From an optimization exercise on the open Yosys and OpenROAD flow, aimed at small area, a short achievable clock period and few clock cycles per item; shortcuts taken in it are not production practice.
In this exercise RTL edits were held to simulation tests only and were not proved equivalent to the original.
The clock input has no modelled driver; a real chip could not lean on it and would need a root buffer or a full tree.

Design mul_unit, start of the top module:
module mul_unit (
   input  logic     clk,
   input  logic     reset,
   input  logic     op_valid,
   input  mul_pkg::operand_t op_a,
   input  mul_pkg::operand_t op_b,
   output logic     busy,
   output mul_pkg::word_t    res_word,
   output logic     res_valid,
   output logic     res_last
);
   logic ph_k0, ph_k1, ph_k2;
   mul_pkg::operand_t a_q;
   logic [mul_pkg::DIGIT_W/2-1:0] sel_none, sel_ntwo, sel_neg;
   logic              b0_q;
   logic [mul_pkg::ADDEND_W-1:0] addend;
   mul_pkg::acc_t     step_sum;
   mul_pkg::acc_t     acc_q;
   mul_pkg::digit_t   low_q;
   operand_issue operand_issue_i (
      .clk     (clk),
      .reset   (reset),
      .op_valid(op_valid),
      .op_a    (op_a),
      .op_b    (op_b),
      .busy    (busy),
      .ph_k0   (ph_k0),
      .ph_k1   (ph_k1),
      .ph_k2   (ph_k2),
      .a_q     (a_q),
      .sel_none(sel_none),
      .sel_ntwo(sel_ntwo),
      .sel_neg (sel_neg),
      .b0_q    (b0_q)
   );
   array_multiplier array_multiplier_i (
      .a      (a_q),
      .sel_none(sel_none),
  ...
Size in the first run: roughly 2500 cells after synthesis, about 210 flip-flops, roughly 130 I/O pins, ~24000 um^2 of cells after synthesis.
==> flow/config.mk <==
export PLATFORM = sky130hd
export DESIGN_NAME = mul_unit
export DESIGN_NICKNAME = mul_unit
export VERILOG_FILES = /design/flow/design.v
export SDC_FILE = /design/flow/constraint.sdc
export NUM_CORES = 4
export LEC_CHECK = 0
export ABC_AREA = 1
export CAP_MARGIN = 20
export CORE_MARGIN = 2
export CORE_UTILIZATION = 60
export CTS_CLUSTER_DIAMETER = 150
export CTS_CLUSTER_SIZE = 22
export SLEW_MARGIN = 20
export SYNTH_HIERARCHICAL = 1
==> flow/constraint.sdc <==
create_clock -name core_clock -period 33.0 [get_ports {clk}]
set_input_delay 6.6000 -clock core_clock [delete_from_list [all_inputs] [get_ports {clk}]]
set_output_delay 6.6000 -clock core_clock [all_outputs]
set_load 0.01 [all_outputs]
standard.sh (not shown) runs the stock make flow with config.mk's settings and CLKGATE_MAP_FILE= SYNTH_SCRIPT=/design/flow/synth_recipe.tcl, a recipe that flattens the netlist after the stock synthesis.
==> flow/flow/run.sh <==
#!/bin/bash
set -euo pipefail
export BUFFER_PORTS_ARGS="-buffer_cell sky130_fd_sc_hd__buf_2"
export POST_GLOBAL_PLACE_TCL="$(pwd)/flow/small_inbuf.tcl"
export POST_CTS_TCL="$(pwd)/flow/drop_clock_root.tcl"
bash standard.sh > standard.log 2>&1
Other scripts of this flow, unchanged in this note and not shown: flow/flow/drop_clock_root.tcl, flow/flow/small_inbuf.tcl
The baseline finished with timing, DRC and antenna clean.
Testbench counts at the start, summed over its fixed seeds: cycles 4,824, items 1,600.
==> next run, changes <==
Settings changed: CORE_UTILIZATION 60 to 70.
=> Flip-flop and latch count is unchanged; final cell count decreases by about 2.5%; via count grows by 0.77%; final area goes down by about 0.36%; hold slack gets worse by 8.9 ps; worst setup slack gets better by 16 ps; maximum frequency hardly moves; routed wire length came out lower by about 4%.
==> next run, changes <==
Settings changed: CORE_UTILIZATION 70 to 80.
=>
- non-clock buffer count fell by 3
- via count rose by 3.6%
- die area fell by 12%
- cell count fell by 2.0%
- clock skew fell by 6.0 ps
- routed wire length fell by 0.39%
- setup slack got worse by 11 ps
- global-route usage rose by 6.0 points

---

mul_unit, a different RTL version from the one above (not shown whole).
Size in the first run: about 210 flip-flops, about 25000 um2 of cells after synthesis.
export LEC_CHECK = 0
export ABC_AREA = 1
export CAP_MARGIN = 20
export CORE_MARGIN = 2
export CORE_UTILIZATION = 40
export CTS_CLUSTER_DIAMETER = 150
export CTS_CLUSTER_SIZE = 22
export SLEW_MARGIN = 20
export SYNTH_HIERARCHICAL = 1
create_clock -name core_clock -period 33.0 [get_ports {clk}]
==> flow/flow/run.sh <==
#!/bin/bash
# The standard layout with smaller, faster port buffers: buffer_ports inserts buf_2 cells
# instead of the default clkdlybuf4s50_1, and after global placement the input ports'
# buffers become buf_1 cells (flow/small_inbuf.tcl). Every port keeps its buffer.
# The make output goes to standard.log; each step logs into orfs/logs as usual.
set -euo pipefail
export BUFFER_PORTS_ARGS="-buffer_cell sky130_fd_sc_hd__buf_2"
export POST_GLOBAL_PLACE_TCL="$(pwd)/flow/small_inbuf.tcl"
bash standard.sh > standard.log 2>&1
==> flow/flow/small_inbuf.tcl <==
# Sourced after global placement (POST_GLOBAL_PLACE_TCL). The port buffers are buf_2 cells;
# the input ports' buffers each drive a register input or a gate close by and have plenty of
# slack, so they become buf_1 cells. Output port buffers stay buf_2.
set block [ord::get_db_block]
set n 0
foreach bt [$block getBTerms] {
  if {[$bt getIoType] ne "INPUT" || [$bt getName] eq "clk"} { continue }
  set net [$bt getNet]
  foreach it [$net getITerms] {
    set inst [$it getInst]
    if {[[$inst getMaster] getName] eq "sky130_fd_sc_hd__buf_2"} {
      replace_cell [$inst getName] sky130_fd_sc_hd__buf_1
      incr n
    }
  }
}
puts "small_inbuf: $n input port buffers are now buf_1"
The baseline finished clean.
Testbench counts at the start, summed over its fixed seeds: cycles 4,824, items 1,600.
Change:
==> flow/flow/run.sh (replaced) <==
#!/bin/bash
# The standard layout, with buf_2 cells as the port buffers instead of the default
# clkdlybuf4s50_1 (smaller and faster). Each make step logs into orfs/logs as usual; the
# make output itself goes to standard.log.
set -euo pipefail
export BUFFER_PORTS_ARGS="-buffer_cell sky130_fd_sc_hd__buf_2"
bash standard.sh > standard.log 2>&1
--- a/flow/config.mk
+++ b/flow/config.mk
@@ -9,5 +9,5 @@
 export CAP_MARGIN = 20
 export CORE_MARGIN = 2
-export CORE_UTILIZATION = 40
+export CORE_UTILIZATION = 55
 export CTS_CLUSTER_DIAMETER = 150
 export CTS_CLUSTER_SIZE = 22
removed: flow/flow/small_inbuf.tcl
Result: Sequential cell count does not change; setup slack gets worse by 10 ps; core utilization goes up by 16 points; die area came out lower by 27%; design area falls by about 0.65%.
Change:
--- a/flow/config.mk
+++ b/flow/config.mk
@@ -9,5 +9,5 @@
 export CAP_MARGIN = 20
 export CORE_MARGIN = 2
-export CORE_UTILIZATION = 55
+export CORE_UTILIZATION = 40
 export CTS_CLUSTER_DIAMETER = 150
 export CTS_CLUSTER_SIZE = 22
The new run went through all stages and came out clean; maximum frequency stays flat; global-route usage drops by 9.3 points; first-iteration DRC count came out lower by 1.6%; setup slack gains 7.0 ps; flip-flop and latch count does not change.
Change:
--- a/flow/config.mk
+++ b/flow/config.mk
@@ -9,5 +9,5 @@
 export CAP_MARGIN = 20
 export CORE_MARGIN = 2
-export CORE_UTILIZATION = 40
+export CORE_UTILIZATION = 70
 export CTS_CLUSTER_DIAMETER = 150
 export CTS_CLUSTER_SIZE = 22
Result:
- worst setup slack gets better by 21 ps
- cell area came out lower slightly
- worst hold slack stays flat

[separate check: timing with driven ports]
No port has a modelled driver above. Below, the same layouts with a new extraction and two added sets of constraints. Step 1: set_driving_cell puts a clkbuf_16 on clk and a buf_2 on each other input, an assumption about the parent block. Step 2 adds t to the input delays and takes it off the output delays; t is the mean of the earliest and latest rising clock arrival at the registers after step 1. Input paths then give back, and output paths get back, about the clock's delay inside the block. Slacks: no drivers / after step 1 / after step 2; pairs: no drivers / after step 1.
run | t, ns | setup WS [ns] | worst data-port slew with drivers (ns)
the first run of note 1 | 0.447 | 25.557 / 25.474 / 25.773 | 0.06
the second run of note 1 | 0.436 | 25.572 / 25.497 / 25.726 | 0.04
the third run of note 1 | 0.443 | 25.562 / 25.486 / 25.768 | 0.05
the first run of note 2 | 0.577 | 25.415 / 25.356 / 25.794 | 0.06
the second run of note 2 | 0.575 | 25.405 / 25.347 / 25.810 | 0.06
the third run of note 2 | 0.577 | 25.412 / 25.350 / 25.808 | 0.05
the fourth run of note 2 | 0.567 | 25.433 / 25.374 / 25.797 | 0.05
After both steps setup and hold are still met in every run listed.
